Context: an optimization exercise on an open-source flow, tuned for small area and a short achievable clock period. The choices shown serve that exercise and are no tape-out recipe.
At most, simulation tests tie the RTL to the original design; equivalence was not proved.
No activity file was given, so power comes from the tool's default toggle rates.

## willow
Design pq_top, start of the top module:
module pq_top #(
    parameter int num_prio   = 4,
    parameter int fifo_depth = 32
) (
    input  wire           clk,
    input  wire           rst,
    input  wire           in_sop,
    input  wire           in_eop,
    input  wire           in_vld,
    input  wire  [31:0]   in_data,
    output logic          out_sop,
    output logic          out_eop,
    output logic          out_vld,
    output logic [31:0]   out_data,
    input  wire           out_ready,
    input  wire           psel,
    input  wire           penable,
    input  wire           pwrite,
    input  wire  [3:0]    paddr,
    input  wire  [31:0]   pwdata,
    output logic [31:0]   prdata,
    output logic          pready,
    output logic          pslverr
);
    localparam int data_w = 32;
    localparam int word_w = data_w + 1;
    localparam int aw     = $clog2(fifo_depth);
    localparam int fw_w   = aw + 1;
    logic [num_prio-1:0]       wr;
    logic [1:0]                wr_sel;
    logic                      wr_eop;
    logic                      drop;
    logic                      fwd;
    logic [num_prio-1:0]       prio_en;
    logic [fw_w-1:0]           wptr [num_prio];
    logic [fw_w-1:0]           wptr_t [num_prio];
    logic [fw_w-1:0]           pkt_cnt [num_prio];
    logic [fw_w-1:0]           free [num_prio];
    logic [num_prio-1:0]       avail;
    logic [num_prio-1:0]       avail_next;
    logic [num_prio*fw_w-1:0]  free_words;
    logic [num_prio-1:0]       s_we;
    logic [fifo_depth-1:0]     s_oh;
    logic [word_w-1:0]         s_word;
    logic [num_prio*word_w-1:0] nxt_flat;
    logic [num_prio-1:0]       nxt_byp;
    logic [num_prio-1:0]       q_load;
    logic                      take;
    logic [1:0]                grant;
    pq_regs #(.num_prio(num_prio)) i_regs (
        .clk(clk), .rst(rst),
        .psel(psel), .penable(penable), .pwrite(pwrite),
        .paddr(paddr), .pwdata(pwdata),
        .prdata(prdata), .pready(pready), .pslverr(pslverr),
        .drop(drop), .fwd(fwd), .pkt_avail_next(avail_next), .prio_en(prio_en)
    );
    pkt_classifier #(.num_prio(num_prio), .fw_w(fw_w)) i_cls (
        .clk(clk), .rst(rst),
        .in_sop(in_sop), .in_eop(in_eop), .in_vld(in_vld), .in_data(in_data),
        .prio_en(prio_en), .free_words(free_words),
  ...
clock: 8.0 ns
lec_check: 0
cap_margin: 20
core_margin: 2
core_utilization: 55
cts_cluster_diameter: 80
cts_cluster_size: 30
setup_slack_margin: 4.8
slew_margin: 20
run.sh (not shown) runs the stock make flow with config.mk's settings and CLKGATE_MAP_FILE= SYNTH_SCRIPT=/design/flow/synth_recipe.tcl, a recipe that flattens the netlist after the stock synthesis.
willow: flow complete, layout not clean; failing: antenna rules
Relative to willow, the following input files were edited for indigo:
Settings: CTS_CLUSTER_SIZE: 30 -> unset; CTS_CLUSTER_DIAMETER: 80 -> unset.
### Flow results
indigo went all the way through synthesis, placement and routing and the layout is clean on timing, DRC and antenna. For non-clock buffer count, willow and indigo come out practically identical. Master of the slowest instance on the critical path: nor2_1 -> indigo, nor4_2 -> willow. First-pass iteration count of the detailed router was higher in the run labelled willow. Relative area change from synthesis to final layout sits higher in indigo than in willow.
The inputs of cedar differ from those of indigo as listed below.
Settings: CTS_CLUSTER_DIAMETER now 80, previously not set; CTS_CLUSTER_SIZE now 30, previously not set; CORE_UTILIZATION now 52, was 55.
Results
cedar vs. indigo: clock network power went down by 39%; highest achievable clock rate went down by about 1.2%. Cell count after placement: cedar > indigo. On sequential power, indigo and cedar are neck and neck. cedar gives more post-route clock period utilization than indigo did. Reported for indigo and cedar, critical path depth turned out identical to the last digit. First-iteration DRC count delta (cedar − indigo): unfavourable.

---

pq_top, a different RTL version from the one above (not shown whole).
Size in the first run: roughly 4700 flip-flops, ~150 I/O pins, about 0.17 mm^2 of cells after synthesis.
make LEC_CHECK=0 CAP_MARGIN=20 CORE_MARGIN=2 CORE_UTILIZATION=55 CTS_CLUSTER_DIAMETER=80 CTS_CLUSTER_SIZE=30 SETUP_SLACK_MARGIN=4.8 SLEW_MARGIN=20 finish   # period 8.0 ns
Rerun with:
- CTS_CLUSTER_DIAMETER: 80 -> not set
- CTS_CLUSTER_SIZE: 30 -> not set
Outcome:
- register-to-register slack gets worse by 0.18 ns
- cell area rose by 4.2%
- cell count rose by about 3.3%
- power rose by 16%
- setup slack gets worse by 0.18 ns
- non-clock buffer count fell by 20
- via count rose by 1.6%
- clock power rose by about 70%
- critical path depth rose by 1
- core utilization rose by 2.6 points
Rerun with:
- CTS_CLUSTER_DIAMETER: not set -> 80
- CTS_CLUSTER_SIZE: not set -> 30
- SETUP_SLACK_MARGIN: 4.8 -> 5.0
Worst setup slack gets better by 0.27 ns.
First-iteration DRC count rises by 7.0%.
Die area is unchanged.
Count of clock-buffer cells in the layout decreases by 361.
Cell area decreases by 3.0%.
Wire length came out higher by 0.63%.
Combinational power went down by 8.6%.
Worst hold slack is worse by 0.0071 ns.

---

Another version of the RTL of pq_top (not shown whole).
Size in the first run: ~7700 cells after synthesis, ~4500 flip-flops, roughly 150 I/O pins, ~170000 um^2 of cells after synthesis.
export LEC_CHECK = 0
export CAP_MARGIN = 20
export CORE_MARGIN = 2
export CORE_UTILIZATION = 55
export CTS_BUF_LIST = sky130_fd_sc_hd__clkbuf_8
export CTS_CLUSTER_SIZE = 30
export SETUP_SLACK_MARGIN = 4.8
export SLEW_MARGIN = 20
create_clock -name core_clock -period 8.0 [get_ports {clk}]
The starting point completed without violations.
Rerun with:
CTS_BUF_LIST = not set   (was sky130_fd_sc_hd__clkbuf_8)
CTS_CLUSTER_SIZE = not set   (was 30)
Clock-buffer cell count goes down by 181.
Sequential share of layout area goes down by 0.82 points.
Core utilization goes up by 0.79 points.
Worst setup slack improves by 0.013 ns.
Die area does not change.
Worst hold slack is about the same.
Routed wire length goes down by 0.35%.
Sequential cell count is unchanged.
Power goes up by 5.8%.
Sequential power hardly moves.

---

## lane 3
Another version of the RTL of pq_top (not shown whole).
Size in the first run: roughly 8900 cells after synthesis, ~4400 flip-flops, about 160000 sq um of cells after synthesis.
Settings: LEC_CHECK=0, ABC_CLOCK_PERIOD_IN_PS=3000, CAP_MARGIN=20, CORE_MARGIN=2, CORE_UTILIZATION=40, SETUP_SLACK_MARGIN=4.8, SLEW_MARGIN=20; clock period 8.0 ns.
Lane 3 has completed all stages; timing, DRC and antenna checks passed.
> inputs changed (lane 3 -> lane 2)
--- a/flow/config.mk
+++ b/flow/config.mk
@@ -7,3 +7,2 @@
 export LEC_CHECK = 0
-export ABC_CLOCK_PERIOD_IN_PS = 3000
 export CAP_MARGIN = 20
@@ -11,3 +10,2 @@
 export CORE_UTILIZATION = 40
-export SETUP_SLACK_MARGIN = 4.8
 export SLEW_MARGIN = 20
Findings:
No run among lane 3 and lane 2 stopped early or left any final violation; all are clean.
Looking at buffers plus inverters on the worst setup path across lane 3 and lane 2, the one that comes out lower is lane 2.
Relative to lane 3, net count of the finished layout decreased by 4.8% in lane 2.
Fmax went down by more than a quarter going from lane 3 to lane 2.
Function was not checked in any run of this note: the RTL went through the layout flow alone.

[afterwards: timing with drivers on the ports]
In the flow no input, the clock included, has a driving cell. The finished layouts below were timed again as built, in two steps. Step 1 sets driving cells, clkbuf_16 on the clock port and buf_2 on the other inputs (assumed; they add their load-dependent delay and slew). Step 2 times the ports against the registers' clock, not the clock port: input delays grow and output delays shrink by t, the midpoint of the rising clock arrivals with the driver on. Slacks: no drivers / after step 1 / after step 2; pairs: no drivers / after step 1.
run | t, ns | setup WS [ns] | latest minus earliest clock arrival (ns) | worst register clock-pin slew, ns | pins driven straight from the clock port
willow | 1.072 | 4.667 / 4.667 / 3.852 | 0.070 / 0.070 | 0.12 / 0.12 | 1
indigo | 1.118 | 4.659 / 4.659 / 3.855 | 0.063 / 0.063 | 0.07 / 0.07 | 1
cedar | 1.103 | 4.618 / 4.618 / 3.893 | 0.083 / 0.083 | 0.12 / 0.12 | 1
the first run of note 2 | 1.052 | 4.753 / 4.727 / 3.918 | 0.065 / 0.065 | 0.12 / 0.12 | 1
the second run of note 2 | 1.089 | 4.573 / 4.573 / 3.897 | 0.075 / 0.074 | 0.07 / 0.07 | 1
the third run of note 2 | 1.058 | 4.848 / 4.735 / 4.069 | 0.066 / 0.067 | 0.12 / 0.12 | 1
the first run of note 3 | 1.342 | 4.428 / 4.428 / 3.288 | 0.067 / 0.067 | 0.07 / 0.07 | 1
the second run of note 3 | 1.061 | 4.442 / 4.442 / 3.768 | 0.063 / 0.062 | 0.07 / 0.07 | 1
lane 3 | 1.142 | 3.930 / 3.930 / 2.830 | 0.062 / 0.062 | 0.07 / 0.07 | 1
lane 2 | 1.125 | 2.139 / 2.139 / 1.406 | 0.061 / 0.061 | 0.07 / 0.07 | 1
The setup slack of the first run of note 3, which loses most, moves by 0.000 ns with the drivers and by -1.140 ns with both steps.
